Source: an optimization exercise on an open RTL-to-GDS flow (aim: small area, a short achievable clock period and few clock cycles per item). Production flows keep margins and buffers that such runs may drop. The RTL was checked by simulation tests, not by an equivalence proof against the original design. The clock port is modelled as an ideal driver; clocking choices that lean on that would not hold on a real chip. Power is estimated from default activity; no workload was simulated.

--- flow/run.sh ---
#!/bin/bash
# Standard synthesis and layout, with sizing free to change a cell's footprint and
# port buffers from the regular buffer family; each tool run logs to its own file here.
set -euo pipefail
bash standard.sh synth > synth.log 2>&1
bash standard.sh MATCH_CELL_FOOTPRINT=0 "BUFFER_PORTS_ARGS=-buffer_cell sky130_fd_sc_hd__buf_4" finish > layout.log 2>&1
--- standard.sh ---
#!/bin/bash
# synth_recipe.tcl (not shown) runs the flow's synth.tcl, then flattens the netlist and writes it again
# the make line also repeats each setting of config.mk as NAME=value (left out here)
make -C /OpenROAD-flow-scripts/flow DESIGN_CONFIG=/design/flow/config.mk WORK_HOME=/design/flow/orfs CLKGATE_MAP_FILE= SYNTH_SCRIPT=/design/flow/synth_recipe.tcl "${@:-finish}"
--- config.mk ---
export PLATFORM = sky130hd
export DESIGN_NAME = inst_mem_fetch
export DESIGN_NICKNAME = inst_mem_fetch
export VERILOG_FILES = /design/flow/design.v
export SDC_FILE = /design/flow/constraint.sdc
export NUM_CORES = 4
export LEC_CHECK = 0
export CAP_MARGIN = 20
export CORE_MARGIN = 2
export CORE_UTILIZATION = 55
export CTS_CLUSTER_DIAMETER = 100
export CTS_CLUSTER_SIZE = 25
export SETUP_SLACK_MARGIN = 1.3
export SLEW_MARGIN = 20
--- constraint.sdc ---
create_clock -name core_clock -period 3.5 [get_ports {clock}]
set_input_delay 0.7000 -clock core_clock [delete_from_list [all_inputs] [get_ports {clock}]]
set_output_delay 0.7000 -clock core_clock [all_outputs]
set_load 0.01 [all_outputs]
--- design.v ---
package mips_pkg;
  localparam logic [1:0] FAULT_NONE     = 2'b00;
  localparam logic [1:0] FAULT_MISALIGN = 2'b01;
  localparam logic [1:0] FAULT_RANGE    = 2'b10;
  function automatic logic [1:0] fault_code(input logic misaligned, input logic out_of_range);
    fault_code = (misaligned ? FAULT_MISALIGN : FAULT_NONE) | (out_of_range ? FAULT_RANGE : FAULT_NONE);
  endfunction
endpackage
module inst_mem_array #(
  parameter int DATA_W = 32,
  parameter int DEPTH  = 128,
  parameter int GROUPS = 8,
  parameter int AW     = $clog2(DEPTH)
) (
  input  logic                          clock,
  input  logic                          wr_en,
  input  logic [AW-1:0]                 wr_addr,
  input  logic [DATA_W-1:0]             wr_data,
  input  logic [DEPTH-1:0]              rd_sel,
  output logic [GROUPS-1:0][DATA_W-1:0] rd_part
);
  localparam int GW = DEPTH / GROUPS;
  logic [DEPTH-1:0][DATA_W-1:0] words;
  for (genvar w = 0; w < DEPTH; w++) begin : g_word
    always_ff @(posedge clock) begin
      if (wr_en && (wr_addr == AW'(w))) begin
        words[w] <= wr_data;
      end
    end
  end
  always_comb begin
    rd_part = '0;
    for (int w = 0; w < DEPTH; w++) begin
      rd_part[w / GW] = rd_part[w / GW] | (words[w] & {DATA_W{rd_sel[w]}});
    end
  end
endmodule
module inst_mem_fetch #(
  parameter int              DATA_W   = 32,
  parameter int              DEPTH    = 128,
  parameter int              ADDR_W   = 32,
  parameter logic [DATA_W-1:0] NOP_WORD = '0
) (
  input  logic                     clock,
  input  logic                     reset_n,
  input  logic                     prog_en,
  input  logic                     prog_we,
  input  logic [$clog2(DEPTH)-1:0] prog_addr,
  input  logic [DATA_W-1:0]        prog_data,
  input  logic                     fetch_req,
  input  logic [ADDR_W-1:0]        fetch_addr,
  output logic                     fetch_ready,
  output logic                     inst_valid,
  input  logic                     inst_ready,
  output logic [DATA_W-1:0]        inst,
  output logic [1:0]               inst_fault,
  output logic [15:0]              fetch_count
);
  localparam int AW         = $clog2(DEPTH);
  localparam int GROUPS     = 8;
  localparam int BYTE_SHIFT = $clog2(DATA_W / 8);
  localparam logic [ADDR_W-1:0] LSB_MASK  = ADDR_W'((1 << BYTE_SHIFT) - 1);
  localparam logic [ADDR_W-1:0] DEPTH_LIM = ADDR_W'(DEPTH);
  logic              accept;
  logic [ADDR_W-1:0] word_index;
  logic [1:0]        in_fault;
  logic              s_valid;
  logic [AW-1:0]     s_index;
  logic [1:0]        s_fault;
  logic              a_valid;
  logic [DEPTH-1:0]  a_sel;
  logic [1:0]        a_fault;
  logic              b_valid;
  logic [GROUPS-1:0][DATA_W-1:0] b_part;
  logic [1:0]        b_fault;
  logic              pop;
  logic              b_move;
  logic              b_load;
  logic              a_move;
  logic              a_load;
  logic [GROUPS-1:0][DATA_W-1:0] rd_part;
  logic [AW-1:0]     ld_index;
  logic [1:0]        ld_fault;
  logic [DEPTH-1:0]  ld_sel;
  logic [DATA_W-1:0] rd_data;
  assign accept     = fetch_ready && fetch_req;
  assign word_index = fetch_addr >> BYTE_SHIFT;
  assign in_fault   = mips_pkg::fault_code(|(fetch_addr & LSB_MASK), word_index >= DEPTH_LIM);
  assign pop    = inst_valid && inst_ready;
  assign b_move = b_valid && (!inst_valid || inst_ready);
  assign b_load = !b_valid || b_move;
  assign a_move = a_valid && b_load;
  assign a_load = !a_valid || a_move;
  always_comb begin
    rd_data = '0;
    for (int g = 0; g < GROUPS; g++) rd_data = rd_data | b_part[g];
  end
  assign ld_index = s_valid ? s_index : word_index[AW-1:0];
  assign ld_fault = s_valid ? s_fault : in_fault;
  localparam int LO_W = AW / 2 + AW % 2;
  localparam int HI_W = AW - LO_W;
  logic [(1 << LO_W)-1:0] lo_dec;
  logic [(1 << HI_W)-1:0] hi_dec;
  always_comb begin
    for (int j = 0; j < (1 << LO_W); j++) lo_dec[j] = (ld_index[LO_W-1:0] == LO_W'(j));
    for (int j = 0; j < (1 << HI_W); j++)
      hi_dec[j] = (ld_index[AW-1:LO_W] == HI_W'(j)) && (ld_fault == mips_pkg::FAULT_NONE);
    for (int w = 0; w < DEPTH; w++) ld_sel[w] = hi_dec[w >> LO_W] && lo_dec[w % (1 << LO_W)];
  end
  always_ff @(posedge clock or negedge reset_n) begin
    if (!reset_n) begin
      fetch_ready <= 1'b0;
      s_valid     <= 1'b0;
      a_valid     <= 1'b0;
      b_valid     <= 1'b0;
      inst_valid  <= 1'b0;
      fetch_count <= '0;
    end else begin
      if (a_load) begin
        a_valid <= s_valid || accept;
        s_valid <= s_valid && accept;
        fetch_ready <= !(s_valid && accept);
      end else begin
        s_valid <= s_valid || accept;
        fetch_ready <= !(s_valid || accept);
      end
      if (b_load) begin
        b_valid <= a_valid;
      end
      if (b_move) begin
        inst_valid <= 1'b1;
      end else if (pop) begin
        inst_valid <= 1'b0;
      end
      if (accept && (fetch_count != 16'hFFFF)) begin
        fetch_count <= fetch_count + 16'd1;
      end
    end
  end
  always_ff @(posedge clock) begin
    if (accept) begin
      s_index <= word_index[AW-1:0];
      s_fault <= in_fault;
    end
    if (a_load) begin
      a_sel   <= ld_sel;
      a_fault <= ld_fault;
    end
    if (b_load) begin
      b_part  <= rd_part;
      b_fault <= a_fault;
    end
    if (b_move) begin
      inst       <= rd_data;
      inst_fault <= b_fault;
    end
  end
  inst_mem_array #(
    .DATA_W (DATA_W),
    .DEPTH  (DEPTH),
    .GROUPS (GROUPS),
    .AW     (AW)
  ) u_array (
    .clock   (clock),
    .wr_en   (prog_en && prog_we),
    .wr_addr (prog_addr),
    .wr_data (prog_data),
    .rd_sel  (a_sel),
    .rd_part (rd_part)
  );
endmodule
==> results_dict.tcl, run 1 <==
set metrics [dict create \
    drc 0 \
    ir_worst_vdd_uv 549 \
    cts_tree "built" \
    drtAntennaViolNets 0 \
    ys.flop_type "edfxtp_1" \
    clockRootBuffer "clkbuf_16" \
    grt_max_degree 129 \
    portBuffers 128 \
    timing.final.crit_share_pct 68.6 \
    grt.total_usage_pct 34.0 \
    htree_levels 4 \
    synth-edff-count 4527 \
    first_global_vias 83000 \
    clkTransAtPathRegs_ns 0.11 \
    hold_class "in2reg" \
    crit_required_ns 2.80 \
    drtIter0Drc 14500 \
    grt_first_pass_wirelength_mm 691 \
    num_vias 88900 \
    antenna_found_initial 42 \
    syn_inst 7835 \
    path_cells "buf_6" \
    finalMaxSlewViolations 0 \
    layout.cells.non_filler 12400 \
    path_class "reg2out" \
    core_area_sq_um 291000 \
    min_period_ns 2.40 \
    drt_pass1_iterations 6 \
    max_slew_margin_pct 16.4 \
    die_y_um 544 \
    initial_core_util_pct 55.2 \
    maxCapViolCount 0 \
    ys_types 52 \
    syn_to_final_growth_pct 11.4 \
    cp-end-kind "primary output" \
    critPathArrivalTime_ns 1.70 \
    slowest_stage "edfxtp_1" \
    yosysWarnings 2 \
    preCtsSetupSlack_ns 0.580 \
    fill_cells 20500 \
    crit_path_max_fanout 1 \
    worst_setup_path_start_kind "flip-flop" \
    numCtsBuffers 204 \
    netlist_area_sq_um 161000 \
    p_leak_nw 54.7 \
    synthArstFlopShare_pct 0.462 \
    rsz0062_at_grt "true" \
    dieArea_sq_um 296000 \
    setup-violations-final 0 \
    final-hold-violation-count 0 \
    setup_ws_ns 1.10 \
    finish.net_count 8477 \
    path_buf_inv 1 \
    synthTopCellsByArea "edfxtp_1, a22o_1, a221oi_1" \
    grt_overflow 0 \
    ys_seq_area_share_pct 84.9 \
    wire_per_inst_um 41.3 \
    cts.path.max_buffers 4 \
    syn_nets 7913 \
    placed_cells 11900 \
    pin_count 129 \
    synth-seq-cells 4548 \
    fmax_mhz 417 \
    yosys.area.top_type "edfxtp_1" \
    drive_gt1_share_pct 14.3 \
    fp.dieW_um 544 \
    viasPerCell 7.19 \
    row_count 198 \
    yosys.area.top_type_share_pct 84.6 \
    outcome "timing/DRC/antenna clean" \
    gp_congestion 0.876 \
    clk_latency_ns 0.93 \
    wl_mm 510 \
    slowest_delay_ns 0.57 \
    cts_sinks 4548 \
    syn_avg_cell_area_sq_um 20.5 \
    finalClockSkew_ns 0.0486 \
    worst_slew_pin_slew_ns 1.24 \
    powerDensity_nw_per_um2 661 \
    critPathTopFamily "flip-flops" \
    hpwlAfterDp_mm 288 \
]
==> final timing paths <==
path	cells after the start	start	slack, ns	to
min in group asynchronous	2	reset_n	0.21	fetch_count[8]$_DFFE_PN0P_
max in group asynchronous	2	reset_n	2.95	s_valid$_DFF_PN0_
worst max-delay path	1	inst[3]$_DFFE_PP_	1.10	inst[3]
worst max register to register	2	b_part[194]$_DFFE_PP_	1.21	inst[2]$_DFFE_PP_
worst min-delay path	1	fetch_addr[8]	0.1	s_index[6]$_DFFE_PP_
worst min register to register	1	a_valid$_DFFE_PN0N_	0.48	b_valid$_DFFE_PN0P_
==> layout by cell type, fill, tap and decap left out, types with 23 or more instances in the layout <==
cell type,instances
a221oi_1,1021
a22o_1,1025
buf_12,173
buf_4,550
buf_6,64
clkbuf_1,30
clkbuf_16,206
diode_2,24
edfxtp_1,4527
nand2_1,63
nand4_1,265
nor2_4,128
nor3_1,65
nor4_1,113
nor4_2,23
==> cells in the mapped netlist (3+ instances only) <==
cell type	number
buf_1	21
buf_2	6
dfrtp_1	21
nor3_1	65
xor2_1	15
nand2_1	68
nor4_1	133
inv_1	10
nand2b_1	12
or2_2	3
o32ai_1	4
nor2b_1	5
a221oi_1	1024
nor4_2	10
buf_4	3
and3_1	3
nand3_1	23
and4_1	3
edfxtp_1	4527
clkbuf_1	403
nand4_1	265
o22ai_1	5
a22o_1	1025
nand3b_1	4
buf_6	6
nor2_1	140
==> power breakdown <==
| group | leakage [nW] | total [mW] | switching [mW] | internal (mW) |
|---|---|---|---|---|
| Combinational | 10.8 | 25.5 | 17.0 | 8.55 |
| Sequential | 41.2 | 66.0 | 2.95 | 63.1 |
| Clock | 2.63 | 26.8 | 16.1 | 10.7 |
==> repair_timing <==
action,in CTS,in global routing
hold buffers,6,0
setup buffers,165,8
pin swaps,7,3
endpoints found under the hold margin,26,0
gates resized for setup,89,17
endpoints found under the setup margin,303,83
==> through the flow <==
stage / power, mW / instance area [sq um] / hold WS, ns / setup TNS, ns / utilization (%)
after global placement: 90.9 / 172000 / 0.462 / 0 / 59.0
after detailed placement: 91.1 / 172000 / 0.455 / 0 / 59.0
final: 118 / 179000 / 0.0985 / 0 / 61.6
after global routing: 121 / 179000 / 0.0377 / 0 / 61.5
after floorplan: 76.6 / 161000 / 0.400 / -1759.55 / -
after CTS: 118 / 179000 / 0.0478 / 0 / 61.5
==> registers in the layout, summed over array words and instances (netlist names) <==
| signal | count |
|---|---|
| u_array.words | 4096 |
| b_part | 256 |
| a_sel | 128 |
| inst | 32 |
| fetch_count | 16 |
| s_index | 7 |
| a_fault | 2 |
| b_fault | 2 |
| inst_fault | 2 |
| s_fault | 2 |
| a_valid | 1 |
| b_valid | 1 |
| fetch_ready | 1 |
| inst_valid | 1 |
| s_valid | 1 |
==> per-layer routing <==
layer  vias to the layer above  wire length, um  GRT usage (%)
met5                         -               92              0
met4                        12            25000           14.0
met3                       797            52700           5.62
met2                      5788           240000           53.6
met1                     47200           192000           47.8
li1                      35100                -              -
==> final cells by class <==
class                      instances  area (sq um)  share of cell area [%]
antenna                           24          60.1                  0.0335
multi-input combinational       2838         23800                    13.3
clock buffer                     236          5270                    2.94
sequential                      4548        136000                    76.2
timing repair buffer             797          8430                    4.71
inverter                          10          37.5                  0.0210
tap                             3900          4880                    2.73
clock inverter                    11           123                  0.0685
==> kinds of logic (layout without fill, tap and decap cells) <==
kind of cell               Yosys count  in the layout  synth area share [%]
AOI/OAI and AO/OA                 2074           2074                  11.3
xor gates and xnor gates            15             15                0.0818
adders and majority gates            1              1               0.00779
buffers and inverters              449           1054                  1.09
DFF                               4548           4548                  84.9
muxes                                1              1               0.00701
other                                0             24                     0
and+or+nand+nor                    747            747                  2.57
Testbench counts, summed over its fixed seeds: cycles 18,126, items 16,000.
==> inputs of run 2 (changes only) <==
--- a/design.v
+++ b/design.v
@@ -13,8 +13,7 @@
   parameter int AW     = $clog2(DEPTH)
 ) (
   input  logic                          clock,
-  input  logic                          wr_en,
-  input  logic [AW-1:0]                 wr_addr,
+  input  logic [DEPTH-1:0]              wr_sel,
   input  logic [DATA_W-1:0]             wr_data,
   input  logic [DEPTH-1:0]              rd_sel,
   output logic [GROUPS-1:0][DATA_W-1:0] rd_part
@@ -23,7 +22,7 @@
   logic [DEPTH-1:0][DATA_W-1:0] words;
   for (genvar w = 0; w < DEPTH; w++) begin : g_word
     always_ff @(posedge clock) begin
-      if (wr_en && (wr_addr == AW'(w))) begin
+      if (wr_sel[w]) begin
         words[w] <= wr_data;
       end
     end
@@ -57,7 +56,7 @@
   output logic [15:0]              fetch_count
 );
   localparam int AW         = $clog2(DEPTH);
-  localparam int GROUPS     = 8;
+  localparam int GROUPS     = 4;
   localparam int BYTE_SHIFT = $clog2(DATA_W / 8);
   localparam logic [ADDR_W-1:0] LSB_MASK  = ADDR_W'((1 << BYTE_SHIFT) - 1);
   localparam logic [ADDR_W-1:0] DEPTH_LIM = ADDR_W'(DEPTH);
@@ -79,6 +78,8 @@
   logic              a_move;
   logic              a_load;
   logic [GROUPS-1:0][DATA_W-1:0] rd_part;
+  logic [DEPTH-1:0]  wr_sel_q;
+  logic [DATA_W-1:0] wr_data_q;
   logic [AW-1:0]     ld_index;
   logic [1:0]        ld_fault;
   logic [DEPTH-1:0]  ld_sel;
@@ -138,6 +139,8 @@
     end
   end
   always_ff @(posedge clock) begin
+    for (int w = 0; w < DEPTH; w++) wr_sel_q[w] <= prog_en && prog_we && (prog_addr == AW'(w));
+    wr_data_q <= prog_data;
     if (accept) begin
       s_index <= word_index[AW-1:0];
       s_fault <= in_fault;
@@ -162,9 +165,8 @@
     .AW     (AW)
   ) u_array (
     .clock   (clock),
-    .wr_en   (prog_en && prog_we),
-    .wr_addr (prog_addr),
-    .wr_data (prog_data),
+    .wr_sel  (wr_sel_q),
+    .wr_data (wr_data_q),
     .rd_sel  (a_sel),
     .rd_part (rd_part)
   );
==> flow/run.sh (replaced) <==
#!/bin/bash
# Standard synthesis and layout, with sizing free to change a cell's footprint, port buffers
# from the regular buffer family, and the clock root split into four buffers on the port
# (flow/post_cts.tcl). Each tool run logs to its own file here.
set -euo pipefail
W=$(pwd)
bash standard.sh synth > synth.log 2>&1
bash standard.sh MATCH_CELL_FOOTPRINT=0 "BUFFER_PORTS_ARGS=-buffer_cell sky130_fd_sc_hd__buf_4" \
  SKIP_CTS_REPAIR_TIMING=1 "POST_CTS_TCL=$W/flow/post_cts.tcl" finish > layout.log 2>&1
==> flow/post_cts.tcl (new file) <==
# ORFS POST_CTS hook, run with SKIP_CTS_REPAIR_TIMING=1. Makes the top of the clock tree
# shallower, the same for every register: a lone root with few buffer loads hands them to the
# clock port; a root with many loads is split into four on the port; then the buffer level
# right below the port's buffers is dropped if that keeps their fanout small. Then legalize and
# do the timing repair cts.tcl would have done.
source [file join [file dirname [info script]] splitroot.tcl]
drop_lone_clock_root 4
split_clock_root 4
collapse_first_clock_level 8
detailed_placement
estimate_parasitics -placement
report_clock_latency
repair_timing_helper
detailed_placement
check_placement -verbose
estimate_parasitics -placement
report_clock_latency
report_worst_slack
==> flow/splitroot.tcl (new file) <==
# Split the clock root buffer into nsplit copies of it, each on the clock port and each
# driving an equal share of the root's loads, grouped by their angle around the loads'
# centroid. Every register keeps the same number of buffers between it and the port.
proc split_clock_root { nsplit } {
  set blk [ord::get_db_block]
  set port_net [$blk findNet clock]
  set its [$port_net getITerms]
  if { [llength $its] != 1 } {
    puts "split_clock_root: clock port drives [llength $its] cells, not split"
    return
  }
  set root [[lindex $its 0] getInst]
  if { ![string match "*clkbuf*" [[$root getMaster] getName]] } {
    puts "split_clock_root: no clock root buffer found"
    return
  }
  set master [$root getMaster]
  set out ""
  foreach it [$root getITerms] {
    if { [$it isOutputSignal] } { set out $it }
  }
  set onet [$out getNet]
  set pts {}
  set sx 0
  set sy 0
  foreach it [$onet getITerms] {
    if { $it == $out } { continue }
    set ib [[$it getInst] getBBox]
    set x [expr { ([$ib xMin] + [$ib xMax]) / 2 }]
    set y [expr { ([$ib yMin] + [$ib yMax]) / 2 }]
    lappend pts [list $it $x $y]
    set sx [expr { $sx + $x }]
    set sy [expr { $sy + $y }]
  }
  set n [llength $pts]
  if { $n < 2 * $nsplit } {
    puts "split_clock_root: root has only $n loads, not split"
    return
  }
  set cx [expr { $sx / $n }]
  set cy [expr { $sy / $n }]
  set keyed [lmap p $pts { list {*}$p [expr { atan2([lindex $p 2] - $cy, [lindex $p 1] - $cx) }] }]
  set sorted [lsort -real -index 3 $keyed]
  set per [expr { int(ceil(double($n) / $nsplit)) }]
  set rb [$root getBBox]
  for { set k 1 } { $k < $nsplit } { incr k } {
    set grp [lrange $sorted [expr { $k * $per }] [expr { ($k + 1) * $per - 1 }]]
    if { [llength $grp] == 0 } { continue }
    set b [odb::dbInst_create $blk $master "[$root getName]_split$k"]
    $b setLocation [$rb xMin] [$rb yMin]
    $b setPlacementStatus PLACED
    set nn [odb::dbNet_create $blk "[$onet getName]_split$k"]
    $nn setSigType CLOCK
    foreach it [$b getITerms] {
      set mt [[$it getMTerm] getName]
      if { $mt == "A" } { $it connect $port_net }
      if { $mt == "X" } { $it connect $nn }
    }
    foreach p $grp {
      set it [lindex $p 0]
      $it disconnect
      $it connect $nn
    }
  }
  puts "split_clock_root: split [$root getName] into $nsplit buffers over $n loads"
}

# Remove the buffer level right below the clock port's buffers: each buffer there hands its
# loads to its driver's net and is deleted, so every register loses the same one buffer.
# Only done when every load of every port buffer is such a buffer and the port buffers then
# drive at most max_fanout loads each.
proc collapse_first_clock_level { max_fanout } {
  set blk [ord::get_db_block]
  set port_net [$blk findNet clock]
  set plan {}
  foreach it [$port_net getITerms] {
    set r [$it getInst]
    set rout ""
    foreach t [$r getITerms] {
      if { [$t isOutputSignal] } { set rout [$t getNet] }
    }
    set nload 0
    foreach t [$rout getITerms] {
      if { [$t isOutputSignal] } { continue }
      set b [$t getInst]
      if { ![string match "*clkbuf*" [[$b getMaster] getName]] } {
        puts "collapse_first_clock_level: [$b getName] is not a buffer, not collapsed"
        return
      }
      foreach bt [$b getITerms] {
        if { [$bt isOutputSignal] } {
          foreach lt [[$bt getNet] getITerms] {
            if { ![$lt isOutputSignal] } { incr nload }
          }
        }
      }
      lappend plan [list $rout $b]
    }
    if { $nload > $max_fanout } {
      puts "collapse_first_clock_level: [$r getName] would drive $nload loads, not collapsed"
      return
    }
  }
  foreach p $plan {
    lassign $p rout b
    foreach bt [$b getITerms] {
      if { [$bt isOutputSignal] } {
        set bnet [$bt getNet]
        foreach lt [$bnet getITerms] {
          if { [$lt isOutputSignal] } { continue }
          $lt disconnect
          $lt connect $rout
        }
      }
    }
    set bnets {}
    foreach bt [$b getITerms] {
      if { [$bt getNet] != "NULL" && [$bt getNet] != $rout } { lappend bnets [$bt getNet] }
      $bt disconnect
    }
    odb::dbInst_destroy $b
    foreach n $bnets {
      if { [llength [$n getITerms]] == 0 && [llength [$n getBTerms]] == 0 } { odb::dbNet_destroy $n }
    }
  }
  puts "collapse_first_clock_level: removed [llength $plan] buffers"
}

# Remove a lone clock root buffer whose loads are all buffers and at most max_port many: its
# loads go straight onto the clock port, so every register loses the same one buffer.
# Repeats while that holds. Returns the number of buffers removed.
proc drop_lone_clock_root { max_port } {
  set blk [ord::get_db_block]
  set port_net [$blk findNet clock]
  set removed 0
  while { 1 } {
    set its [$port_net getITerms]
    if { [llength $its] != 1 } { break }
    set r [[lindex $its 0] getInst]
    if { ![string match "*clkbuf*" [[$r getMaster] getName]] } { break }
    set rout ""
    foreach t [$r getITerms] {
      if { [$t isOutputSignal] } { set rout [$t getNet] }
    }
    set loads {}
    set ok 1
    foreach t [$rout getITerms] {
      if { [$t isOutputSignal] } { continue }
      if { ![string match "*clkbuf*" [[[$t getInst] getMaster] getName]] } { set ok 0 }
      lappend loads $t
    }
    if { !$ok || [llength $loads] > $max_port } { break }
    foreach t $loads {
      $t disconnect
      $t connect $port_net
    }
    foreach t [$r getITerms] { $t disconnect }
    odb::dbInst_destroy $r
    if { [llength [$rout getITerms]] == 0 } { odb::dbNet_destroy $rout }
    incr removed
  }
  puts "drop_lone_clock_root: removed $removed buffers"
  return $removed
}
--- a/config.mk
+++ b/config.mk
@@ -10,5 +10,6 @@
 export CORE_UTILIZATION = 55
 export CTS_CLUSTER_DIAMETER = 100
 export CTS_CLUSTER_SIZE = 25
-export SETUP_SLACK_MARGIN = 1.3
+export SETUP_SLACK_MARGIN = 1.4
 export SLEW_MARGIN = 20
+export TNS_END_PERCENT = 20
==> run 2 against run 1 <==
Against the previous run: clock skew rose by 0.017 ns; clock power rose by 2%; fmax rose by 6.9%; highest routed layer unchanged; worst setup slack improved by 0.15 ns; synthesized cell count rose by 4.8%; via count rose by 6.1%; critical endpoint is now b_part[73]$_DFFE_PP_; flip-flop and latch count rose by 32; global-route usage rose by 4.5 points; sequential share of layout area rose by 1.6 points; die area fell by 0.71%; largest power group unchanged.
==> results_dict.tcl, run 2 <==
set metrics [dict create \
    wl_mm 574 \
    yosysMostFrequentCell "edfxtp_1" \
    rsz0062_at_grt "true" \
    final_cell_mix "edfxtp_1, a22oi_1, buf_4, nand4_1, nor2_1" \
    crit_required_ns 3.81 \
    cp-end-kind "flip-flop" \
    layout.cells.non_filler 12600 \
    drtAntennaViolNets 0 \
    hpwlAfterDp_mm 306 \
    placed_area_sq_um 167000 \
    grt.total_usage_pct 38.5 \
    final-hold-violation-count 0 \
    drtIter0Drc 19100 \
    timing.final.crit_share_pct 64.2 \
    drive_gt1_share_pct 12.6 \
    yosysWarnings 2 \
    grt_first_pass_wirelength_mm 761 \
    r2r-start "inst_valid$_DFFE_PN0P_" \
    worst_slew_pin_slew_ns 1.26 \
    first_global_vias 86900 \
    drc 0 \
    portBuffers 128 \
    syn_nets 8287 \
    p_leak_nw 52.6 \
    setup_ws_ns 1.25 \
    wire_per_inst_um 45.5 \
    ys_seq_area_share_pct 85.1 \
    worst_setup_path_start_kind "flip-flop" \
    gp_congestion 0.879 \
    placed_cells 12100 \
    max_slew_margin_pct 16.3 \
    yosys.area.top_type "edfxtp_1" \
    min_path_cells 1 \
    reg2reg_slack_ns 1.25 \
    largest_register_ffs 4096 \
    critPathArrivalTime_ns 2.56 \
    top_register "u_array.words" \
    grt_overflow 0 \
    cts_tree "built" \
    viasPerCell 7.47 \
    min_from "prog_data[30]" \
    r2r-end "b_part[73]$_DFFE_PP_" \
    num_vias 94300 \
    outcome "timing/DRC/antenna clean" \
    clk_latency_ns 0.70 \
    reg2regPathDepth 3 \
    ys.flop_type "edfxtp_1" \
    antenna_found_initial 79 \
    synth-edff-count 4399 \
    clkTransAtPathRegs_ns 0.10 \
    fp.dieW_um 543 \
    pin_count 129 \
    synthTopCellsByArea "edfxtp_1, a22oi_1, nand4_1" \
    hold_ws_ns 0.103 \
    cts_sinks 4580 \
    row_count 197 \
    final_common_cell "edfxtp_1" \
    synthArstFlopShare_pct 0.459 \
    syn_inst 8209 \
    final_util_pct 60.6 \
    grt_max_degree 131 \
    fin_tns_setup_ns 0 \
    hold_class "in2reg" \
    preCtsSetupSlack_ns 0.747 \
    path_class "reg2reg" \
    core_area_sq_um 288000 \
    drt_pass1_iterations 6 \
    setup-violations-final 0 \
    netlist_area_sq_um 160000 \
    finalClockSkew_ns 0.0651 \
    ys_types 45 \
    min_delay_worst_endpoint "wr_data_q[30]$_DFF_P_" \
    syn_to_final_growth_pct 9.59 \
    yosys-top-cells-count "edfxtp_1, a22oi_1, nand4_1" \
    syn_avg_cell_area_sq_um 19.4 \
    min_period_ns 2.25 \
    yosys.area.top_type_share_pct 82.8 \
    dieArea_sq_um 294000 \
    maxCapViolCount 0 \
    finalMaxSlewViolations 0 \
    crit_path_max_fanout 38 \
    initial_core_util_pct 55.3 \
    final_area_sq_um 175000 \
    die_y_um 543 \
    fmax_mhz 445 \
    powerDensity_nw_per_um2 663 \
    finish.net_count 8750 \
    finalPower_mw 116 \
    synth-seq-cells 4580 \
    ir_worst_vdd_uv 542 \
]
## run 2: power breakdown
part	switching [mW]	total, mW	internal, mW
clock network	16.4	27.4	11.1
registers	2.62	64.3	61.7
logic	17.3	24.1	6.84
total	36.3	116	79.6
## run 2: cell families (layout without fill, tap and decap cells)
| family | Yosys count | after routing | share of synthesized area, % |
|---|---|---|---|
| AOI/OAI and AO/OA | 2070 | 2070 | 9.75 |
| xor gates and xnor gates | 12 | 12 | 0.0659 |
| adders and majority gates | 1 | 1 | 0.00784 |
| buffers and inverters | 430 | 990 | 1.09 |
| DFF | 4580 | 4580 | 85.1 |
| muxes | 2 | 2 | 0.0165 |
| other | 0 | 69 | 0 |
| and+or+nand+nor | 1114 | 1114 | 3.92 |
## run 2: critical path, stage by stage, from the launching register on
cell and delay (ns):
dfrtp_1 0.50, nor2b_4 0.20, nand2_8 0.46, buf_4 0.60
## run 2: area by class of cell, without the clock buffers
type                            instances  area (sq um)
Antenna cell                           69           173
Sequential cell                      4580        136000
Inverter                               12          45.0
Multi-Input combinational cell       3199         22100
Tap cell                             3781          4730
Clock inverter                          9          81.3
Fill cell                           20700        114000
Timing Repair Buffer                  675          5980
## run 2: worst max-delay path by stage
stage                                 from              endpoint  slack [ns]  depth (start not counted)
finish              inst_valid$_DFFE_PN0P_  b_part[73]$_DFFE_PP_        1.25                          3
global route        inst_valid$_DFFE_PN0P_  b_part[73]$_DFFE_PP_        1.28                          3
detailed placement          fetch_addr[23]   a_sel[27]$_DFFE_PN_        0.75                          7
global placement            fetch_addr[31]   a_sel[12]$_DFFE_PN_        0.75                          7
floorplan                       inst_ready  a_fault[0]$_DFFE_PN_        1.01                          2
## run 2: layer usage
| metal | track usage [%] | vias up | part of all wire [%] |
|---|---|---|---|
| met5 | 0 | - | 0.058 |
| met4 | 17.0 | 52 | 5.0 |
| met3 | 9.23 | 1225 | 15 |
| met2 | 57.5 | 8448 | 45 |
| met1 | 54.6 | 49200 | 35 |
| li1 | - | 35400 | - |
Testbench counts of run 2, summed over its fixed seeds: cycles 18,126, items 16,000.
==> inputs of run 3 (changes only) <==
--- a/config.mk
+++ b/config.mk
@@ -7,7 +7,7 @@
 export LEC_CHECK = 0
 export CAP_MARGIN = 20
 export CORE_MARGIN = 2
-export CORE_UTILIZATION = 55
+export CORE_UTILIZATION = 62
 export CTS_CLUSTER_DIAMETER = 100
 export CTS_CLUSTER_SIZE = 25
 export SETUP_SLACK_MARGIN = 1.4
==> run 3 against run 2 <==
Against the previous run: critical path depth increased by 1; flip-flop and latch count unchanged; largest power group unchanged; still clean on timing, DRC and antenna; sequential power hardly changed.
==> results_dict.tcl, run 3 <==
set metrics [dict create \
    outcome "timing/DRC/antenna clean" \
    syn_to_final_growth_pct 10.2 \
    row_count 186 \
    final_common_cell "edfxtp_1" \
    viasPerCell 7.76 \
    num_vias 95800 \
    dieArea_sq_um 261000 \
    synthTopCellsByArea "edfxtp_1, a22oi_1, nand4_1" \
    preCtsSetupSlack_ns 0.642 \
    path_cells "buf_4, a22oi_1, nand4_1, or4_1" \
    path_class "reg2reg" \
    grt_max_degree 129 \
    initial_core_util_pct 62.2 \
    worst_slew_pin_slew_ns 1.29 \
    slowest_delay_ns 0.59 \
    synth-seq-cells 4580 \
    cp-end-kind "flip-flop" \
    grt_first_pass_wirelength_mm 763 \
    drive_gt1_share_pct 14.0 \
    synthArstFlopShare_pct 0.459 \
    fmax_mhz 447 \
    max_slew_margin_pct 14.2 \
    wl_mm 583 \
    grt.total_usage_pct 43.5 \
    finalPower_mw 117 \
    critPathArrivalTime_ns 2.64 \
    powerDensity_nw_per_um2 668 \
    cts_sinks 4580 \
    cts_tree "built" \
    final_cell_mix "edfxtp_1, a22oi_1, buf_4, nand4_1, nor2_1" \
    slowest_stage "or4_1" \
    finalClockSkew_ns 0.0437 \
    critPathTopFamily "simple AND/OR/NAND/NOR gates" \
    hpwlAfterDp_mm 319 \
    drtAntennaViolNets 0 \
    crit_required_ns 3.90 \
    setup_ws_ns 1.26 \
    yosys.area.top_type_share_pct 82.8 \
    drtIter0Drc 20400 \
    setup-violations-final 0 \
    final-hold-violation-count 0 \
    first_global_vias 87600 \
    timing.final.crit_share_pct 63.9 \
    yosysWarnings 2 \
    syn_avg_cell_area_sq_um 19.4 \
    largest_register_ffs 4096 \
    gp_congestion 0.897 \
    yosys.area.top_type "edfxtp_1" \
    crit_path_max_fanout 8 \
    clkTransAtPathRegs_ns 0.10 \
    finish.net_count 8864 \
    yosys-top-cells-count "edfxtp_1, a22oi_1, nand4_1" \
    drt_pass1_iterations 9 \
    worst_setup_path_start_kind "flip-flop" \
    min_period_ns 2.24 \
    maxCapViolCount 0 \
    pin_count 129 \
    p_leak_nw 53.3 \
    synth-edff-count 4399 \
    ir_worst_vdd_uv 544 \
    fill_cells 16600 \
    top_register "u_array.words" \
    yosysMostFrequentCell "edfxtp_1" \
    netlist_area_sq_um 160000 \
    antenna_found_initial 71 \
    path_buf_inv 1 \
    grt_overflow 0 \
    die_y_um 511 \
    drc 0 \
    finalMaxSlewViolations 0 \
    fp.dieW_um 511 \
    syn_inst 8209 \
    hold_class "in2reg" \
    final_area_sq_um 176000 \
    portBuffers 128 \
    syn_nets 8287 \
    core_area_sq_um 256000 \
    fin_tns_setup_ns 0 \
    placed_area_sq_um 167000 \
    wire_per_inst_um 47.3 \
    ys.flop_type "edfxtp_1" \
    ys_types 45 \
    ys_seq_area_share_pct 85.1 \
    rsz0062_at_grt "true" \
    clk_latency_ns 0.70 \
]
==> run 3: cell counts after synthesis <==
No cell type changed its count.
==> run 3: worst register-to-register path, cell delays in order, from the launching register on <==
cell	delay, ns
edfxtp_1	0.51
buf_4	0.25
a22oi_1	0.45
nand4_1	0.17
or4_1	0.59
==> run 3: layout make-up, without the clock buffers <==
type | count | area, sq um | area share (%)
clock inverters | 15 | 228 | 0.130
inverters | 12 | 45.0 | 0.0256
multi-input cells | 3200 | 22300 | 12.7
diodes | 61 | 153 | 0.0868
repair buffers | 788 | 7260 | 4.13
plain buffers | 3 | 75.1 | 0.0427
well taps | 3384 | 4230 | 2.41
flip-flops and latches | 4580 | 136000 | 77.4
==> run 3: path summary, 6_finish.rpt <==
path	cells past startpoint	slack, ns	endpoint	startpoint
max	4	1.26	b_part[103]$_DFFE_PP_	a_sel[107]$_DFFE_PN_
min	1	0.10	wr_data_q[16]$_DFF_P_	prog_data[16]
max reg2reg	4	1.26	b_part[103]$_DFFE_PP_	a_sel[107]$_DFFE_PN_
min reg2reg	0	0.44	b_fault[0]$_DFFE_PP_	a_fault[0]$_DFFE_PN_
max in group asynchronous	2	2.79	s_valid$_DFF_PN0_	reset_n
min in group asynchronous	2	0.45	fetch_ready$_DFF_PN0_	reset_n
==> run 3: kinds of logic (layout without fill, tap and decap cells) <==
group,Yosys count,count (layout),synth area share (%)
AO/OA/AOI/OAI,2070,2070,9.75
XOR/XNOR,12,12,0.0659
adder cells (fa/ha/maj),1,1,0.00784
buffers and inverters,430,1110,1.09
flip-flops,4580,4580,85.1
multiplexers,2,2,0.0165
other,0,61,0
AND/OR/NAND/NOR,1114,1115,3.92
==> run 3: through the flow <==
step | util [%] | hold slack (ns) | std cells
6_report | 68.5 | 0.102 | 12300
3_5_place_dp | 65.3 | 0.417 | 11800
2_1_floorplan | - | 0.400 | 8209
5_1_grt | 68.5 | 0.0825 | 12300
3_3_place_gp | 65.2 | 0.408 | 11800
==> run 3: power breakdown <==
| group | internal (mW) | switching, mW |
|---|---|---|
| Sequential | 61.7 | 2.77 |
| Combinational | 7.60 | 17.9 |
| Clock | 11.0 | 16.5 |
| Total | 80.2 | 37.2 |
==> run 3: layer usage <==
metal	up-vias	track usage [%]	routed length (um)
li1	35700	-	-
met1	49100	61.0	194000
met2	9325	64.7	258000
met3	1612	10.8	94000
met4	28	21.4	37100
met5	-	0	207
==> inputs of run 4 (changes only) <==
--- a/design.v
+++ b/design.v
@@ -87,11 +87,19 @@
   assign accept     = fetch_ready && fetch_req;
   assign word_index = fetch_addr >> BYTE_SHIFT;
   assign in_fault   = mips_pkg::fault_code(|(fetch_addr & LSB_MASK), word_index >= DEPTH_LIM);
+  logic              b_full;
+  logic              a_full;
+  logic              a_valid_nx;
+  logic              b_valid_nx;
+  logic              inst_valid_nx;
   assign pop    = inst_valid && inst_ready;
-  assign b_move = b_valid && (!inst_valid || inst_ready);
-  assign b_load = !b_valid || b_move;
+  assign b_load = !b_full || inst_ready;
+  assign b_move = b_valid && b_load;
+  assign a_load = !a_full || inst_ready;
   assign a_move = a_valid && b_load;
-  assign a_load = !a_valid || a_move;
+  assign a_valid_nx    = a_load ? (s_valid || accept) : a_valid;
+  assign b_valid_nx    = b_load ? a_valid : b_valid;
+  assign inst_valid_nx = b_move || (inst_valid && !pop);
   always_comb begin
     rd_data = '0;
     for (int g = 0; g < GROUPS; g++) rd_data = rd_data | b_part[g];
@@ -115,23 +123,21 @@
       a_valid     <= 1'b0;
       b_valid     <= 1'b0;
       inst_valid  <= 1'b0;
+      b_full      <= 1'b0;
+      a_full      <= 1'b0;
       fetch_count <= '0;
     end else begin
+      a_valid    <= a_valid_nx;
+      b_valid    <= b_valid_nx;
+      inst_valid <= inst_valid_nx;
+      b_full     <= b_valid_nx && inst_valid_nx;
+      a_full     <= a_valid_nx && b_valid_nx && inst_valid_nx;
       if (a_load) begin
-        a_valid <= s_valid || accept;
         s_valid <= s_valid && accept;
         fetch_ready <= !(s_valid && accept);
       end else begin
         s_valid <= s_valid || accept;
         fetch_ready <= !(s_valid || accept);
-      end
-      if (b_load) begin
-        b_valid <= a_valid;
-      end
-      if (b_move) begin
-        inst_valid <= 1'b1;
-      end else if (pop) begin
-        inst_valid <= 1'b0;
       end
       if (accept && (fetch_count != 16'hFFFF)) begin
         fetch_count <= fetch_count + 16'd1;
--- a/config.mk
+++ b/config.mk
@@ -7,7 +7,7 @@
 export LEC_CHECK = 0
 export CAP_MARGIN = 20
 export CORE_MARGIN = 2
-export CORE_UTILIZATION = 62
+export CORE_UTILIZATION = 55
 export CTS_CLUSTER_DIAMETER = 100
 export CTS_CLUSTER_SIZE = 25
 export SETUP_SLACK_MARGIN = 1.4
==> run 4 against run 3 <==
Against the previous run: sequential share of layout area increased by 0.055 points; still clean on timing, DRC and antenna; global-route usage decreased by 5.5 points; first-iteration DRC count decreased by 7.3%; hold slack improved by 0.027 ns; clock power about the same; critical endpoint is now b_part[119]$_DFFE_PN_; routed wire length decreased by 2.4%; die area increased by 13%; combinational power decreased by 18%.
==> results_dict.tcl, run 4 <==
set metrics [dict create \
    p_leak_nw 53.1 \
    viasPerCell 7.40 \
    fin_tns_setup_ns 0 \
    wire_per_inst_um 44.6 \
    synth-edff-count 4399 \
    clk_latency_ns 0.68 \
    min_period_ns 2.29 \
    ys.flop_type "edfxtp_1" \
    netlist_area_sq_um 160000 \
    final_util_pct 60.9 \
    initial_core_util_pct 55.4 \
    ys_seq_area_share_pct 85.0 \
    drtIter0Drc 19000 \
    cp-end-kind "flip-flop" \
    pin_count 129 \
    dieArea_sq_um 295000 \
    setup-violations-final 0 \
    cts_tree "built" \
    worst_setup_path_start_kind "flip-flop" \
    outcome "timing/DRC/antenna clean" \
    setup_ws_ns 1.21 \
    max_slew_margin_pct 14.1 \
    min_delay_worst_endpoint "wr_data_q[22]$_DFF_P_" \
    clkTransAtPathRegs_ns 0.10 \
    rsz0062_at_grt "true" \
    preCtsSetupSlack_ns 0.859 \
    final-hold-violation-count 0 \
    ys_types 51 \
    num_vias 94300 \
    syn_inst 8215 \
    reg2regPathDepth 4 \
    min_path_cells 1 \
    syn_nets 8293 \
    synthArstFlopShare_pct 0.502 \
    layout.cells.non_filler 12700 \
    grt_max_degree 99 \
    yosys.area.top_type "edfxtp_1" \
    wl_met3_mm 82.7 \
    synth-seq-cells 4582 \
    r2r-start "a_sel[112]$_DFFE_PN_" \
    syn_avg_cell_area_sq_um 19.5 \
    drive_gt1_share_pct 13.8 \
    first_global_vias 87500 \
    ir_worst_vdd_uv 510 \
    drt_pass1_iterations 6 \
    powerDensity_nw_per_um2 645 \
    synthTopCellsByArea "edfxtp_1, a22oi_1, nand4_1" \
    hpwlAfterDp_mm 309 \
    yosys-top-cells-count "edfxtp_1, a22oi_1, nand4_1" \
    critPathArrivalTime_ns 2.65 \
    min_from "prog_data[22]" \
    maxCapViolCount 0 \
    reg2reg_slack_ns 1.21 \
    cts_sinks 4582 \
    grt_first_pass_wirelength_mm 754 \
    finalMaxSlewViolations 0 \
    crit_required_ns 3.86 \
    wl_met2_mm 254 \
    top_register "u_array.words" \
    syn_to_final_growth_pct 9.87 \
    wl_mm 569 \
    r2r-end "b_part[119]$_DFFE_PN_" \
    gp_congestion 0.864 \
    placed_cells 12200 \
    drc 0 \
    final_common_cell "edfxtp_1" \
    final_cell_mix "edfxtp_1, a22oi_1, buf_4, nand4_1, clkbuf_16" \
    worst_slew_pin_slew_ns 1.29 \
    yosys.area.top_type_share_pct 82.6 \
    core_area_sq_um 289000 \
    timing.final.crit_share_pct 65.3 \
    fp.dieW_um 543 \
    drtAntennaViolNets 0 \
    fmax_mhz 437 \
    drt-met1-wl_mm 201 \
    hold_class "in2reg" \
    grt.total_usage_pct 38.0 \
    portBuffers 128 \
    finalPower_mw 113 \
    path_class "reg2reg" \
    finish.net_count 8801 \
    largest_register_ffs 4096 \
    finalClockSkew_ns 0.0490 \
    crit_path_max_fanout 18 \
    dr.max_layer_used "met5" \
    row_count 197 \
    grt_overflow 0 \
    yosysWarnings 2 \
    antenna_found_initial 72 \
    yosysMostFrequentCell "edfxtp_1" \
    die_y_um 543 \
]
run 4: cell count changes in the layout (fill, tap and decap cells not counted), moves of 6 or more:
cell and delta:
buf_12 -12, a22oi_1 +12, inv_1 -8, nand3b_1 +8, diode_2 -19, buf_4 -50
or4_1 +11, buf_6 +6, nor2_2 +52, nor2_4 -8, nor2_1 -67, clkinv_8 -6
or4_4 -9
run 4: where the power goes:
group	internal [mW]	total, mW	switching, mW
Sequential	62.0	65.1	3.07
Combinational	6.48	20.9	14.4
Clock	11.0	27.3	16.3
Total	79.5	113	33.8
run 4: through the flow:
step,hold slack [ns],cell area (sq um)
floorplan,0.400,160000
global placement,0.405,168000
detailed placement,0.408,168000
global route,0.115,176000
finish,0.129,176000
run 4: cell type report, without the clock buffers:
| class | count | area (sq um) |
|---|---|---|
| well taps | 3880 | 4850 |
| diodes | 42 | 105 |
| repair buffers | 720 | 6450 |
| clock inverters | 6 | 63.8 |
| fillers | 20600 | 113000 |
| flip-flops and latches | 4582 | 136000 |
| multi-input cells | 3209 | 22500 |
| inverters | 6 | 26.3 |
run 4: critical path, stage by stage, from the launching register on:
cell,delay (ns)
edfxtp_1,0.51
buf_4,0.32
a22oi_1,0.27
nand4_1,0.22
or4_1,0.62
run 4: worst max path at each step:
stage,startpoint,endpoint,slack [ns]
6_report,a_sel[112]$_DFFE_PN_,b_part[119]$_DFFE_PN_,1.21
3_3_place_gp,a_sel[101]$_DFFE_PN_,b_part[115]$_DFFE_PN_,0.87
5_1_grt,a_sel[101]$_DFFE_PN_,b_part[115]$_DFFE_PN_,1.30
3_5_place_dp,a_sel[101]$_DFFE_PN_,b_part[115]$_DFFE_PN_,0.86
2_1_floorplan,inst_ready,b_fault[0]$_DFFE_PN_,0.33
run 4: per-layer routing:
metal | GRT usage [%] | up-vias
met5 | 0 | -
met4 | 17.1 | 58
met3 | 8.94 | 1309
met2 | 56.5 | 8290
met1 | 53.9 | 49100
li1 | - | 35600
run 4: cell families (layout without fill, tap and decap cells):
family / count (synthesis) / in the layout / share of synthesized area (%)
flops: 4582 / 4582 / 85.0
compound gates: 2081 / 2081 / 9.84
simple gates: 1112 / 1112 / 4.06
buf+inv: 424 / 1030 / 1.04
xor+xnor: 12 / 12 / 0.0657
mux: 3 / 3 / 0.0211
fa+ha+maj: 1 / 1 / 0.00782
other cells: 0 / 42 / 0
Testbench counts of run 4, summed over its fixed seeds: cycles 18,126, items 16,000.
==> inputs of run 5 (changes only) <==
--- a/config.mk
+++ b/config.mk
@@ -7,7 +7,7 @@
 export LEC_CHECK = 0
 export CAP_MARGIN = 20
 export CORE_MARGIN = 2
-export CORE_UTILIZATION = 55
+export CORE_UTILIZATION = 62
 export CTS_CLUSTER_DIAMETER = 100
 export CTS_CLUSTER_SIZE = 25
 export SETUP_SLACK_MARGIN = 1.4
==> run 5 against run 4 <==
Against the previous run: via count decreased by 0.15%; die area decreased by 11%; critical path type unchanged; fmax increased by 0.47%; register-to-register slack about the same; worst setup slack improved by 0.011 ns; critical endpoint is now b_part[71]$_DFFE_PN_; clock skew decreased by 0.011 ns; design area decreased by 0.50%; combinational power about the same.
==> results_dict.tcl, run 5 <==
set metrics [dict create \
    wire_per_inst_um 46.0 \
    final_area_sq_um 175000 \
    r2r-end "b_part[71]$_DFFE_PN_" \
    synth-seq-cells 4582 \
    syn_nets 8293 \
    min_period_ns 2.28 \
    fmax_mhz 439 \
    multi_input_area_sq_um 22600 \
    preCtsSetupSlack_ns 0.583 \
    finalClockSkew_ns 0.0381 \
    placed_cells 11700 \
    ys_types 51 \
    slowest_stage "or4_1" \
    drt_pass1_iterations 8 \
    die_y_um 512 \
    critPathTopFamily "simple AND/OR/NAND/NOR gates" \
    timing.final.crit_share_pct 65.0 \
    yosys.area.top_type "edfxtp_1" \
    ir_worst_vdd_uv 538 \
    yosys.area.top_type_share_pct 82.6 \
    path_class "reg2reg" \
    dieArea_sq_um 262000 \
    cp-end-kind "flip-flop" \
    crit_cells 4 \
    final_cell_mix "edfxtp_1, a22oi_1, buf_4, nand4_1, clkbuf_16" \
    core_area_sq_um 257000 \
    finalMaxSlewViolations 0 \
    largest_register_ffs 4096 \
    num_vias 94200 \
    crit_required_ns 3.87 \
    yosysWarnings 2 \
    path_cells "buf_4, a22oi_1, nand4_1, or4_1" \
    cts_sinks 4582 \
    ys_seq_area_share_pct 85.0 \
    antenna_found_initial 76 \
    grt_max_degree 106 \
    drtIter0Drc 20100 \
    synthTopCellsByArea "edfxtp_1, a22oi_1, nand4_1" \
    crit_path_max_fanout 32 \
    pin_count 129 \
    ys.flop_type "edfxtp_1" \
    first_global_vias 86700 \
    setup_ws_ns 1.22 \
    netlist_area_sq_um 160000 \
    fp.dieW_um 512 \
    syn_to_final_growth_pct 9.32 \
    critPathArrivalTime_ns 2.64 \
    endpoint "b_part[71]$_DFFE_PN_" \
    p_leak_nw 52.9 \
    grt_overflow 0 \
    placed_area_sq_um 167000 \
    max_slew_margin_pct 13.5 \
    portBuffers 128 \
    synth-edff-count 4399 \
    initial_core_util_pct 62.3 \
    worst_setup_path_start_kind "flip-flop" \
    clk_latency_ns 0.69 \
    slowest_delay_ns 0.73 \
    drive_gt1_share_pct 13.3 \
    reg2reg_slack_ns 1.22 \
    r2r-start "a_sel[76]$_DFFE_PN_" \
    path_buf_inv 1 \
    yosys-top-cells-count "edfxtp_1, a22oi_1, nand4_1" \
    top_register "u_array.words" \
    maxCapViolCount 0 \
    fin_tns_setup_ns 0 \
    grt.total_usage_pct 42.3 \
    finish.net_count 8738 \
    reg2regPathDepth 4 \
    final-hold-violation-count 0 \
    rsz0062_at_grt "true" \
    hpwlAfterDp_mm 303 \
    setup-violations-final 0 \
    worst_slew_pin_slew_ns 1.30 \
    crit_start "a_sel[76]$_DFFE_PN_" \
    powerDensity_nw_per_um2 649 \
    layout.cells.non_filler 12200 \
    drc 0 \
    clkTransAtPathRegs_ns 0.10 \
    cts_tree "built" \
    gp_congestion 0.863 \
    syn_inst 8215 \
    synthArstFlopShare_pct 0.502 \
    min_path_cells 1 \
    fill_cells 16600 \
    hold_class "in2reg" \
    outcome "timing/DRC/antenna clean" \
    seq_area_sq_um 136000 \
    row_count 186 \
    grt_first_pass_wirelength_mm 747 \
    wl_mm 562 \
    syn_avg_cell_area_sq_um 19.5 \
    yosysMostFrequentCell "edfxtp_1" \
    viasPerCell 7.70 \
    final_common_cell "edfxtp_1" \
    drtAntennaViolNets 0 \
]
## run 5: final cells by class, without the clock buffers
cell class	instances	share of cell area (%)
diodes	85	0.122
multi-input cells	3209	12.9
plain buffers	3	0.0429
clock inverters	9	0.0666
well taps	3384	2.42
repair buffers	657	3.39
inverters	6	0.0150
flip-flops and latches	4582	77.9
## run 5: worst min-delay path by stage
stage                               startpoint                      end  slack [ns]
after floorplan                        reset_n         a_full$_DFF_PN0_        0.40
after global placement    b_fault[0]$_DFFE_PN_  inst_fault[0]$_DFFE_PP_        0.42
after detailed placement  b_fault[0]$_DFFE_PN_  inst_fault[0]$_DFFE_PP_        0.42
after global routing             prog_data[28]    wr_data_q[28]$_DFF_P_        0.10
final                            prog_data[14]    wr_data_q[14]$_DFF_P_        0.11
## run 5: cell families after synthesis
logic type | synth area share (%)
buffers and inverters | 1.04
AOI/OAI and AO/OA | 9.84
DFF | 85.0
and+or+nand+nor | 4.06
xor gates and xnor gates | 0.0657
muxes | 0.0211
adders and majority gates | 0.00782
## run 5: per-layer routing
metal  up-vias  wire [um]  track usage (%)  part of all wire [%]
li1      35500          -                -                     -
met5         -        195                0                 0.035
met4        30      28700             18.6                   5.1
met1     48500     191000             59.3                    34
met3      1317      84600             10.3                    15
met2      8859     257000             64.2                    46
## run 5: per-stage QoR
| stage | hold WS [ns] | util [%] | power (mW) |
|---|---|---|---|
| detailed placement | 0.420 | 65.2 | 85.3 |
| floorplan | 0.400 | - | 73.5 |
| global route | 0.104 | 68.1 | 115 |
| finish | 0.112 | 68.1 | 113 |
| global placement | 0.420 | 65.1 | 85.1 |
## run 5: report_power, final
part	leakage, nW	internal (mW)	switching (mW)
Combinational	8.58	6.48	14.3
Clock	2.72	11.1	16.3
Sequential	41.5	62.0	3.21

-- re-timing with driven ports --
In the flow no input, the clock included, has a driving cell. The finished layouts below were timed again as built, in two steps.
Step 1, drivers: a clkbuf_16 drives clock and a buf_2 each remaining input, both assumed.
Step 2 times the ports against the registers' clock, not the clock port: input delays grow and output delays shrink by t, the midpoint of the rising clock arrivals with the driver on.
a / b / c = ideal / step 1 / step 2; a / b = the first two.
run | t (ns) | setup WS [ns] | hold WS [ns]
run 1 | 1.022 | 1.100 / 0.995 / 0.443 | 0.099 / 0.025 / 0.481
run 2 | 0.887 | 1.255 / 1.119 / 0.838 | 0.103 / -0.090 / 0.432
run 3 | 0.807 | 1.264 / 1.173 / 0.851 | 0.102 / -0.004 / 0.438
run 4 | 0.887 | 1.213 / 1.213 / 0.881 | 0.129 / -0.063 / 0.429
run 5 | 0.803 | 1.224 / 1.184 / 0.902 | 0.112 / 0.016 / 0.437
After both steps every run listed still meets setup and hold. The setup slack of run 1, which loses most, moves by -0.105 ns with the drivers and by -0.657 ns with both steps.
